Context: an optimization exercise on an open-source flow, tuned for small area, a short achievable clock period and few clock cycles per item. The choices shown serve that exercise and are no tape-out recipe. At most, simulation tests tie the RTL to the original design; equivalence was not proved. Power is estimated from default activity; no workload was simulated.

==> job 9679 <==
// fp_mult_stream
module fp_mult_stream #(
    parameter int WIDTH      = 32,
    parameter int INT_WIDTH  = 16,
    parameter int FRAC_WIDTH = 16,
    parameter int SIGNED     = 1,
    parameter int STAGES     = 3,
    parameter int ROUND      = 1
) (
    input  logic              clk,
    input  logic              reset,
    input  logic              in_valid,
    output logic              in_ready,
    input  logic [WIDTH-1:0]  left,
    input  logic [WIDTH-1:0]  right,
    output logic              out_valid,
    input  logic              out_ready,
    output logic [WIDTH-1:0]  out,
    output logic              ovf
);
==> flow/config.mk <==
export PLATFORM = sky130hd
export DESIGN_NAME = fp_mult_stream
export DESIGN_NICKNAME = fp_mult_stream
export VERILOG_FILES = /design/flow/design.v
export SDC_FILE = /design/flow/constraint.sdc
export NUM_CORES = 4
export LEC_CHECK = 0
export ABC_AREA = 1
export CAP_MARGIN = 20
export CORE_MARGIN = 2
export CORE_UTILIZATION = 40
export CTS_BUF_LIST = sky130_fd_sc_hd__clkbuf_16
export CTS_CLUSTER_DIAMETER = 120
export CTS_CLUSTER_SIZE = 30
export SLEW_MARGIN = 20
export SYNTH_HIERARCHICAL = 1
==> flow/constraint.sdc <==
create_clock -name core_clock -period 10.0 [get_ports {clk}]
set_input_delay 2.0000 -clock core_clock [delete_from_list [all_inputs] [get_ports {clk}]]
set_output_delay 2.0000 -clock core_clock [all_outputs]
set_load 0.01 [all_outputs]
standard.sh (not shown) runs the stock make flow with config.mk's settings and CLKGATE_MAP_FILE= SYNTH_SCRIPT=/design/flow/synth_recipe.tcl, a recipe that flattens the netlist after the stock synthesis.
==> flow/flow/run.sh <==
#!/bin/bash
set -euo pipefail
bash standard.sh SETUP_SLACK_MARGIN=6.3 "BUFFER_PORTS_ARGS=-buffer_cell sky130_fd_sc_hd__buf_2" finish > standard_flow.log 2>&1
==> job 8896 (differences from job 9679) <==
==> flow/flow/run.sh (replaced) <==
#!/bin/bash
set -euo pipefail
bash standard.sh SETUP_SLACK_MARGIN=6.1 "BUFFER_PORTS_ARGS=-buffer_cell sky130_fd_sc_hd__buf_2" finish > standard_flow.log 2>&1
==> qor summary <==
Run status: job 8896 finished clean; job 9679 finished clean
Combinational power share: job 8896 71.4%; job 9679 72.5%
Crit path launch: job 8896 one_q[4]$_DFFE_PN_; job 9679 two_q[15]$_DFFE_PN_
Fraction of power spent switching nets: job 8896 47.2%; job 9679 46.9%
Detail Route met3 WL: job 8896 10,800 um; job 9679 12,200 um
Power of the combinational group: job 8896 8.93 mW; job 9679 9.47 mW
Average wire per cell in the routed design: job 8896 24.0 um; job 9679 24.8 um
Antenna fix cells: job 8896 1; job 9679 2
Required time of the worst setup path: job 8896 10,260 ps; job 9679 10,290 ps
Worst r2r dst: job 8896 cs_q[59]$_DFFE_PN_; job 9679 cs_q[97]$_DFFE_PN_
Power consumption: job 8896 12.5 mW; job 9679 13.1 mW
End point of the critical path: job 8896 cs_q[59]$_DFFE_PN_; job 9679 cs_q[97]$_DFFE_PN_
Synthesis-to-finish area growth: job 8896 6.62%; job 9679 10.8%
Power spent charging and discharging nets: job 8896 5.91 mW; job 9679 6.12 mW
Final critical-path required period: job 8896 3880 ps; job 9679 3730 ps
Total length of routed wires: job 8896 97,600 um; job 9679 102,000 um
Setup fix buffers added after clock tree synthesis: job 8896 19; job 9679 22
Met3 track utilization from global routing: job 8896 7.28%; job 9679 7.28%
Count of non-CTS buffers in the layout: job 8896 200; job 9679 233
Testbench counts of job 9679, summed over its fixed seeds: cycles 16,024, items 16,000.
Testbench counts of job 8896, summed over its fixed seeds: cycles 16,024, items 16,000.

---

==> wip/violet <==
fp_mult_stream, a different RTL version from the one above (not shown whole).
export LEC_CHECK = 0
export ABC_AREA = 1
export CAP_MARGIN = 20
export CORE_MARGIN = 2
export CORE_UTILIZATION = 40
export CTS_BUF_LIST = sky130_fd_sc_hd__clkbuf_8
export SLEW_MARGIN = 20
export SYNTH_HIERARCHICAL = 1
create_clock -name core_clock -period 10.0 [get_ports {clk}]
==> flow/flow/run.sh <==
#!/bin/bash
set -euo pipefail
bash standard.sh SETUP_SLACK_MARGIN=6.3 "BUFFER_PORTS_ARGS=-buffer_cell sky130_fd_sc_hd__buf_2" finish > standard_flow.log 2>&1
==> inputs of wip/nickel, as changes to wip/violet <==
==> flow/flow/run.sh (replaced) <==
#!/bin/bash
set -euo pipefail
bash standard.sh SETUP_SLACK_MARGIN=6.35 "BUFFER_PORTS_ARGS=-buffer_cell sky130_fd_sc_hd__buf_2" finish > standard_flow.log 2>&1
- CTS_BUF_LIST: sky130_fd_sc_hd__clkbuf_8 -> sky130_fd_sc_hd__clkbuf_16
- CTS_CLUSTER_DIAMETER: not set -> 120
- CTS_CLUSTER_SIZE: not set -> 30
==> summary of the runs <==
- Against wip/violet, the critical path depth of wip/nickel is higher by 14.
- Of wip/violet and wip/nickel, wip/violet has the higher clock-buffer cell count (gap 44).
- Utilization: wip/nickel is lower than wip/violet (0.63 points).
- In wip/violet the clock skew is lower than in wip/nickel, by 1.3 ps.
- Non-clock buffer count: wip/violet is lower than wip/nickel (12).
Function was not checked in any run of this note: the RTL went through the layout flow alone.

---

==> inputs of exp/cedar <==
fp_mult_stream with an RTL version that a note above also has.
export LEC_CHECK = 0
export ABC_AREA = 1
export CAP_MARGIN = 20
export CORE_MARGIN = 2
export CORE_UTILIZATION = 40
export CTS_BUF_LIST = sky130_fd_sc_hd__clkbuf_16
export CTS_CLUSTER_DIAMETER = 120
export CTS_CLUSTER_SIZE = 30
export SLEW_MARGIN = 20
export SYNTH_HIERARCHICAL = 1
create_clock -name core_clock -period 10.0 [get_ports {clk}]
==> flow/flow/run.sh <==
#!/bin/bash
set -euo pipefail
bash standard.sh SETUP_SLACK_MARGIN=6.2 "BUFFER_PORTS_ARGS=-buffer_cell sky130_fd_sc_hd__buf_2" finish > standard_flow.log 2>&1
==> inputs of exp/violet, as changes to exp/cedar <==
--- a/flow/design.v
+++ b/flow/design.v
@@ -27,18 +27,15 @@
     logic [31:0]       a_q;
     logic [15:0]       one_q, two_q, neg_q;
     logic [15:0]       one_d, two_d, neg_d;
     logic [137:0]      cs_q;
     logic              sgn_q;
-    logic              res0_nov_q, res0_nsg_q;
     assign en        = ~res1_v_q;
     assign in_ready  = rdy_q;               
     assign push      = en & valid_q[2];
     assign out_valid = res0_v_q;
-    assign out[15:0]  = res0_q[32] ? {16{~res0_q[33]}} : res0_q[15:0];
-    assign out[30:16] = res0_nov_q ? res0_q[30:16] : {15{res0_nsg_q}};
-    assign out[31]    = res0_nov_q ? res0_q[31] : ~res0_nsg_q;
+    assign out       = res0_q[32] ? {res0_q[33], {31{~res0_q[33]}}} : res0_q[31:0];
     assign ovf       = res0_q[32];
     assign res1_v_d = res1_v_q ? ~out_ready : (push & res0_v_q & ~out_ready);
     always_ff @(posedge clk) begin
         if (reset) begin
             valid_q  <= '0;
@@ -64,21 +61,10 @@
         end
         if (~res1_v_q) begin
             res1_q <= res_c;
         end
     end
-    always_ff @(posedge clk) begin
-        if (res1_v_q) begin
-            if (out_ready) begin
-                res0_nov_q <= ~res1_q[32];
-                res0_nsg_q <= ~res1_q[33];
-            end
-        end else if (push & (~res0_v_q | out_ready)) begin
-            res0_nov_q <= ~res_c[32];
-            res0_nsg_q <= ~res_c[33];
-        end
-    end
     always_comb begin
         for (int j = 0; j < 16; j++) begin
             logic b2, b1, b0;
             b2 = right[2*j+1];
             b1 = right[2*j];
==> flow/flow/run.sh (replaced) <==
#!/bin/bash
set -euo pipefail
bash standard.sh SETUP_SLACK_MARGIN=6.1 "BUFFER_PORTS_ARGS=-buffer_cell sky130_fd_sc_hd__buf_2" finish > standard_flow.log 2>&1
==> flow/config.mk (replaced) <==
export PLATFORM = sky130hd
export DESIGN_NAME = fp_mult_stream
export DESIGN_NICKNAME = fp_mult_stream
export VERILOG_FILES = /design/flow/design.v
export SDC_FILE = /design/flow/constraint.sdc
export NUM_CORES = 4
export LEC_CHECK = 0
export ABC_AREA = 1
export CAP_MARGIN = 20
export CORE_MARGIN = 2
export CORE_UTILIZATION = 55
export CTS_BUF_LIST = sky130_fd_sc_hd__clkbuf_8
export PLACE_DENSITY = 0.8
export SLEW_MARGIN = 20
export SYNTH_HIERARCHICAL = 1
==> inputs of exp/yarrow, as changes to exp/cedar <==
--- a/flow/design.v
+++ b/flow/design.v
@@ -1733,10 +1733,29 @@
     output logic co
 );
     assign s  = a ^ b ^ c;
     assign co = (a & b) | (a & c) | (b & c);
 endmodule
+module fp_mult_stream_fx (
+    input  logic a,
+    input  logic b,
+    input  logic c,
+    output logic s,
+    output logic co
+);
+    logic t;
+    fp_mult_stream_x2 u_x (.a(a), .b(b), .y(t));
+    assign s  = t ^ c;
+    assign co = (a & b) | (a & c) | (b & c);
+endmodule
+module fp_mult_stream_x2 (
+    input  logic a,
+    input  logic b,
+    output logic y
+);
+    assign y = a ^ b;
+endmodule
 module fp_mult_stream_ha (
     input  logic a,
     input  logic b,
     output logic s,
     output logic co
==> flow/flow/run.sh (replaced) <==
#!/bin/bash
set -euo pipefail
bash standard.sh SETUP_SLACK_MARGIN=6.25 "BUFFER_PORTS_ARGS=-buffer_cell sky130_fd_sc_hd__buf_2" finish > standard_flow.log 2>&1
==> summary.txt <==
non-clock inverter instance count of the final layout=~250; via count of the first global-routing pass=around 26,000; maximum fanout encountered on the critical timing path=10; result of the run=no timing/DRC/antenna violations; CTS Sinks=292; Die Y=between 200 and 250 um; proportion of total power due to net switching=0.464
Source of the figures above: exp/violet

==> summary.txt <==
Post-Route Skew=between 0.03 and 0.04 ns; worst hold slack after final layout=roughly 0.48 ns; result of the run=no timing/DRC/antenna violations; cts bufs inserted=15; final cell utilization of the core=0.448; via count of the first global-routing pass=24,000; final period demand of the worst path=3.76 ns; non-clock inverter instance count of the final layout=about 270; CTS Sinks=294; global route hottest layer=met2; number of antenna diodes=1; startpoint-to-endpoint class of the critical path=reg2reg
Source of the figures above: exp/yarrow

==> summary.txt <==
result of the run=no timing/DRC/antenna violations; number of cells upsized or downsized after cts=between 80 and 90; detailed-routed wire length on met3=around 11,000 um; proportion of total power due to net switching=0.472; maximum fanout encountered on the critical timing path=31; max cap viols=0; CTS Sinks=between 200 and 300; non-clock inverter instance count of the final layout=between 200 and 300
Source of the figures above: exp/cedar

Testbench counts of exp/cedar, summed over its fixed seeds: cycles 16,024, items 16,000.
Testbench counts of exp/yarrow, summed over its fixed seeds: cycles 16,024, items 16,000.
Only the layout flow was run in exp/violet; the RTL was not checked for function there.

---

==> run B: inputs <==
fp_mult_stream, a different RTL version from the one above (not shown whole).
==> flow/config.mk <==
export PLATFORM = sky130hd
export DESIGN_NAME = fp_mult_stream
export DESIGN_NICKNAME = fp_mult_stream
export VERILOG_FILES = /design/flow/design.v
export SDC_FILE = /design/flow/constraint.sdc
export NUM_CORES = 4
export LEC_CHECK = 0
export ABC_AREA = 1
export CAP_MARGIN = 20
export CORE_MARGIN = 2
export CORE_UTILIZATION = 40
export SLEW_MARGIN = 20
export SYNTH_HIERARCHICAL = 1
==> flow/constraint.sdc <==
create_clock -name core_clock -period 10.0 [get_ports {clk}]
set_input_delay 2.0000 -clock core_clock [delete_from_list [all_inputs] [get_ports {clk}]]
set_output_delay 2.0000 -clock core_clock [all_outputs]
set_load 0.01 [all_outputs]
==> flow/flow/run.sh <==
#!/bin/bash
set -euo pipefail
bash standard.sh SETUP_SLACK_MARGIN=6.0 "BUFFER_PORTS_ARGS=-buffer_cell sky130_fd_sc_hd__buf_2" finish > standard_flow.log 2>&1
==> run E: changes against run B <==
==> flow/flow/run.sh (replaced) <==
#!/bin/bash
# The standard layout (standard.sh), with repair_timing aiming for
# 6.0 ns of setup slack at the design's 10 ns clock.
set -euo pipefail
bash standard.sh SETUP_SLACK_MARGIN=6.0 finish > standard_flow.log 2>&1
Settings changed: CORE_UTILIZATION 40 to 65, PLACE_DENSITY set to 0.75.
==> run D: changes against run B <==
==> flow/flow/run.sh (replaced) <==
#!/bin/bash
set -euo pipefail
bash standard.sh SETUP_SLACK_MARGIN=6.3 "BUFFER_PORTS_ARGS=-buffer_cell sky130_fd_sc_hd__buf_2" finish > standard_flow.log 2>&1
==> run M: changes against run B <==
==> flow/flow/run.sh (replaced) <==
#!/bin/bash
set -euo pipefail
bash standard.sh SETUP_SLACK_MARGIN=6.0 finish > standard_flow.log 2>&1
==> comparison table <==
quantity                                                  run B         run D         run M         run E
Max Clock Freq                                        253.2 MHz     240.6 MHz     252.4 MHz     248.4 MHz
Die area                                            0.08309 mm2   0.08309 mm2   0.08309 mm2   0.05152 mm2
Worst supply voltage drop on vdd                      0.2647 mV     0.2918 mV     0.2522 mV     0.2331 mV
Average wire length per cell after detail routing      25.49 um      29.16 um      24.66 um      29.69 um
Well-tap cell count                                       1,060         1,060         1,060           664
Cell Count, Final, Fillers Out                            4,144         4,269         4,128         3,759
Max layer used                                             met4          met5          met4          met5
Worst Tran Pin Value                                  0.9942 ns      1.040 ns      1.049 ns      1.028 ns
Worst-case reg-to-reg path depth                              7             8             9            23
Placed inst area                                    0.03368 mm2   0.03369 mm2   0.03420 mm2   0.03368 mm2
Power Sequential                                        2.36 mW       2.37 mW       2.36 mW       2.41 mW
Largest net degree at the start of global routing           100            84           104           170
Number of CTS-inserted buffers                               39            39            39            35
Comb_multi_in                                             2,244         2,244         2,243         2,247
Die height                                             288.2 um      288.2 um      288.2 um      227.0 um
Result of the run              no timing/DRC/antenna violations  no timing/DRC/antenna violations  no timing/DRC/antenna violations  no timing/DRC/antenna violations
Post-route worst setup slack                           6.051 ns      5.844 ns      6.038 ns      5.974 ns
Clock share of power                                      0.118         0.105         0.117         0.099
Power per standard cell area                       338.5 mW/mm2  326.0 mW/mm2  337.2 mW/mm2  363.6 mW/mm2
Overall Global Routing Usage                             0.2542        0.2743        0.2458        0.4325
Wire length reported by the detailed router          105,600 um    124,500 um    101,800 um    111,600 um
Power Clock                                             1.45 mW       1.38 mW       1.43 mW       1.31 mW
Largest fanout on the critical path                          34             7            31             7
Number of clock buffers in the layout                        45            40            40            39
Testbench counts of run B, summed over its fixed seeds: cycles 16,024, items 16,000.
Testbench counts of run E, summed over its fixed seeds: cycles 16,024, items 16,000.
Testbench counts of run D, summed over its fixed seeds: cycles 16,024, items 16,000.
Testbench counts of run M, summed over its fixed seeds: cycles 16,024, items 16,000.

---

==> inputs of job 5893 <==
Another version of the RTL of fp_mult_stream (not shown whole).
## fp_mult_stream
module fp_mult_stream #(
    parameter int WIDTH      = 32,
    parameter int INT_WIDTH  = 16,
    parameter int FRAC_WIDTH = 16,
    parameter int SIGNED     = 1,
    parameter int STAGES     = 3,
    parameter int ROUND      = 1
) (
    input  logic              clk,
    input  logic              reset,
    input  logic              in_valid,
    output logic              in_ready,
    input  logic [WIDTH-1:0]  left,
    input  logic [WIDTH-1:0]  right,
    output logic              out_valid,
    input  logic              out_ready,
    output logic [WIDTH-1:0]  out,
    output logic              ovf
);
Settings: LEC_CHECK=0, ABC_AREA=1, CAP_MARGIN=20, CORE_MARGIN=2, CORE_UTILIZATION=40, SLEW_MARGIN=20, SYNTH_HIERARCHICAL=1; clock period 10.0 ns.
==> flow/flow/run.sh <==
#!/bin/bash
set -euo pipefail
bash standard.sh SETUP_SLACK_MARGIN=5.8 "BUFFER_PORTS_ARGS=-buffer_cell sky130_fd_sc_hd__buf_2" finish > standard_flow.log 2>&1
==> job 2772 (differences from job 5893) <==
--- a/flow/design.v
+++ b/flow/design.v
@@ -16,29 +16,29 @@
     input  logic              out_ready,
     output logic [WIDTH-1:0]  out,
     output logic              ovf
 );
     logic              en;
     logic [2:1]        valid_q;
     logic              res0_v_q, res1_v_q, rdy_q;
     logic              res1_v_d;
-    logic [32:0]       res0_q, res1_q;      
-    logic [32:0]       res_c;
+    logic [33:0]       res0_q, res1_q;      
+    logic [33:0]       res_c;
     logic              push;
     logic [31:0]       a_q;
     logic [15:0]       one_q, two_q, neg_q;
     logic [15:0]       one_d, two_d, neg_d;
     logic [118:0]      cs_q;
     logic              sgn_q;
     assign en        = ~res1_v_q;
     assign in_ready  = rdy_q;               
     assign push      = en & valid_q[2];
     assign out_valid = res0_v_q;
-    assign out       = res0_q[31:0];
+    assign out       = res0_q[32] ? {res0_q[33], {31{~res0_q[33]}}} : res0_q[31:0];
     assign ovf       = res0_q[32];
     assign res1_v_d = res1_v_q ? ~out_ready : (push & res0_v_q & ~out_ready);
     always_ff @(posedge clk) begin
         if (reset) begin
             valid_q  <= '0;
             res0_v_q <= 1'b0;
             res1_v_q <= 1'b0;
             rdy_q    <= 1'b1;
@@ -1701,17 +1701,17 @@
             z_ok[i] = hp[i] == (hx[i-1] | hy[i-1]);
             o_ok[i] = hp[i] != (hx[i-1] & hy[i-1]);
         end
         z_hi   = &z_ok;
         o_hi   = &o_ok;
         all_eq = c47 ? ((z_hi & hp[0]) | (o_hi & ~hp[0]))
                      : ((z_hi & ~hp[0]) | (o_hi & hp[0]));
         ovf_c  = ~all_eq;
-        res_c  = {ovf_c, ovf_c ? {sgn_q, {31{~sgn_q}}} : sum[31:0]};
+        res_c  = {sgn_q, ovf_c, sum[31:0]};
     end
 endmodule
 module fp_mult_stream_fa (
     input  logic a,
     input  logic b,
     input  logic c,
     output logic s,
     output logic co
==> flow/flow/run.sh (replaced) <==
#!/bin/bash
set -euo pipefail
bash standard.sh SETUP_SLACK_MARGIN=6.2 "BUFFER_PORTS_ARGS=-buffer_cell sky130_fd_sc_hd__buf_2" finish > standard_flow.log 2>&1
==> job 8485 (differences from job 5893) <==
==> flow/flow/run.sh (replaced) <==
#!/bin/bash
set -euo pipefail
bash standard.sh SETUP_SLACK_MARGIN=6.0 "BUFFER_PORTS_ARGS=-buffer_cell sky130_fd_sc_hd__buf_2" finish > standard_flow.log 2>&1
==> summary.txt <==
Maximum vdd ir drop: job 8485 0.175 mV; job 2772 0.196 mV; job 5893 0.175 mV
Worst setup path startpoint: job 8485 two_q[1]$_DFFE_PN_; job 2772 one_q[5]$_DFFE_PN_; job 5893 one_q[1]$_DFFE_PN_
Placed instance count: job 8485 4,020; job 2772 3,999; job 5893 4,020
Maximum fanout along the worst path: job 8485 12; job 2772 8; job 5893 11
Data arrival, critical path: job 8485 4.31 ns; job 2772 4.25 ns; job 5893 4.50 ns
Crit Reg-Reg Endpoint: job 8485 cs_q[8]$_DFFE_PN_; job 2772 cs_q[70]$_DFFE_PN_; job 5893 cs_q[27]$_DFFE_PN_
Post-CTS setup buffer count: job 8485 37; job 2772 41; job 5893 12
Combinational group share of total power: job 8485 0.718; job 2772 0.698; job 5893 0.713
Final hold slack: job 8485 0.470 ns; job 2772 0.447 ns; job 5893 0.471 ns
Final design utilization: job 8485 0.455; job 2772 0.470; job 5893 0.446
Share of post-route cells with drive strength above 1: job 8485 0.162; job 2772 0.182; job 5893 0.147
Count of cell instances traversed by the critical path: job 8485 11; job 2772 10; job 5893 9
Result of the run: job 8485 finished clean; job 2772 finished clean; job 5893 finished clean
Later-pin clock latency in the skew report: job 8485 0.58 ns; job 2772 0.58 ns; job 5893 0.57 ns
Wire length of the first global-routing pass: job 8485 154,000 um; job 2772 160,000 um; job 5893 152,000 um
Power in combinational cells: job 8485 0.00890 W; job 2772 0.00925 W; job 5893 0.00869 W
Buffers, non-clock: job 8485 246; job 2772 261; job 5893 229
Testbench counts of job 2772, summed over its fixed seeds: cycles 16,024, items 16,000.
Only the layout flow was run in job 5893 and job 8485; the RTL was not checked for function there.

-- port drivers added, routing unchanged --
How much do the figures lean on ideal ports? The routed layouts below were timed once more, with nothing changed but the port constraints. Step 1: set_driving_cell puts a clkbuf_16 on clk and a buf_2 on each other input, an assumption about the parent block. Step 2, shift: input delay + t, output delay - t, t = (earliest + latest rising clock arrival at the registers) / 2. This alone moves slack from input paths to output paths. a / b / c = ideal / step 1 / step 2; a / b = the first two.
| run | t (ns) | slack for setup (ns) | clock arrival spread, ns | worst register clock-pin slew, ns | worst data-port slew with drivers (ns) |
|---|---|---|---|---|---|
| job 9679 | 0.605 | 6.265 / 6.265 / 6.265 | 0.030 / 0.031 | 0.12 / 0.12 | 0.09 |
| job 8896 | 0.603 | 6.116 / 6.116 / 6.116 | 0.029 / 0.029 | 0.12 / 0.12 | 0.09 |
| wip/violet | 0.750 | 6.274 / 6.210 / 6.282 | 0.052 / 0.051 | 0.07 / 0.07 | 0.04 |
| wip/nickel | 0.629 | 6.295 / 6.295 / 6.295 | 0.053 / 0.053 | 0.12 / 0.12 | 0.04 |
| exp/cedar | 0.604 | 6.225 / 6.225 / 6.225 | 0.032 / 0.032 | 0.12 / 0.12 | 0.09 |
| exp/violet | 0.697 | 5.998 / 5.998 / 5.998 | 0.036 / 0.036 | 0.08 / 0.08 | 0.08 |
| exp/yarrow | 0.608 | 6.243 / 6.243 / 6.243 | 0.036 / 0.036 | 0.12 / 0.12 | 0.10 |
| run B | 0.643 | 6.051 / 6.051 / 6.051 | 0.036 / 0.036 | 0.07 / 0.07 | 0.06 |
| run E | 0.633 | 5.974 / 5.974 / 5.974 | 0.033 / 0.033 | 0.07 / 0.07 | 0.07 |
| run D | 0.657 | 5.844 / 5.844 / 5.844 | 0.010 / 0.010 | 0.06 / 0.06 | 0.06 |
| run M | 0.644 | 6.038 / 6.038 / 6.038 | 0.029 / 0.030 | 0.06 / 0.06 | 0.06 |
| job 5893 | 0.627 | 5.778 / 5.778 / 5.778 | 0.035 / 0.035 | 0.06 / 0.06 | 0.05 |
| job 2772 | 0.627 | 6.034 / 6.034 / 6.034 | 0.045 / 0.044 | 0.06 / 0.06 | 0.07 |
| job 8485 | 0.630 | 6.015 / 6.015 / 6.015 | 0.040 / 0.040 | 0.06 / 0.06 | 0.05 |
After both steps every run listed still meets setup and hold.
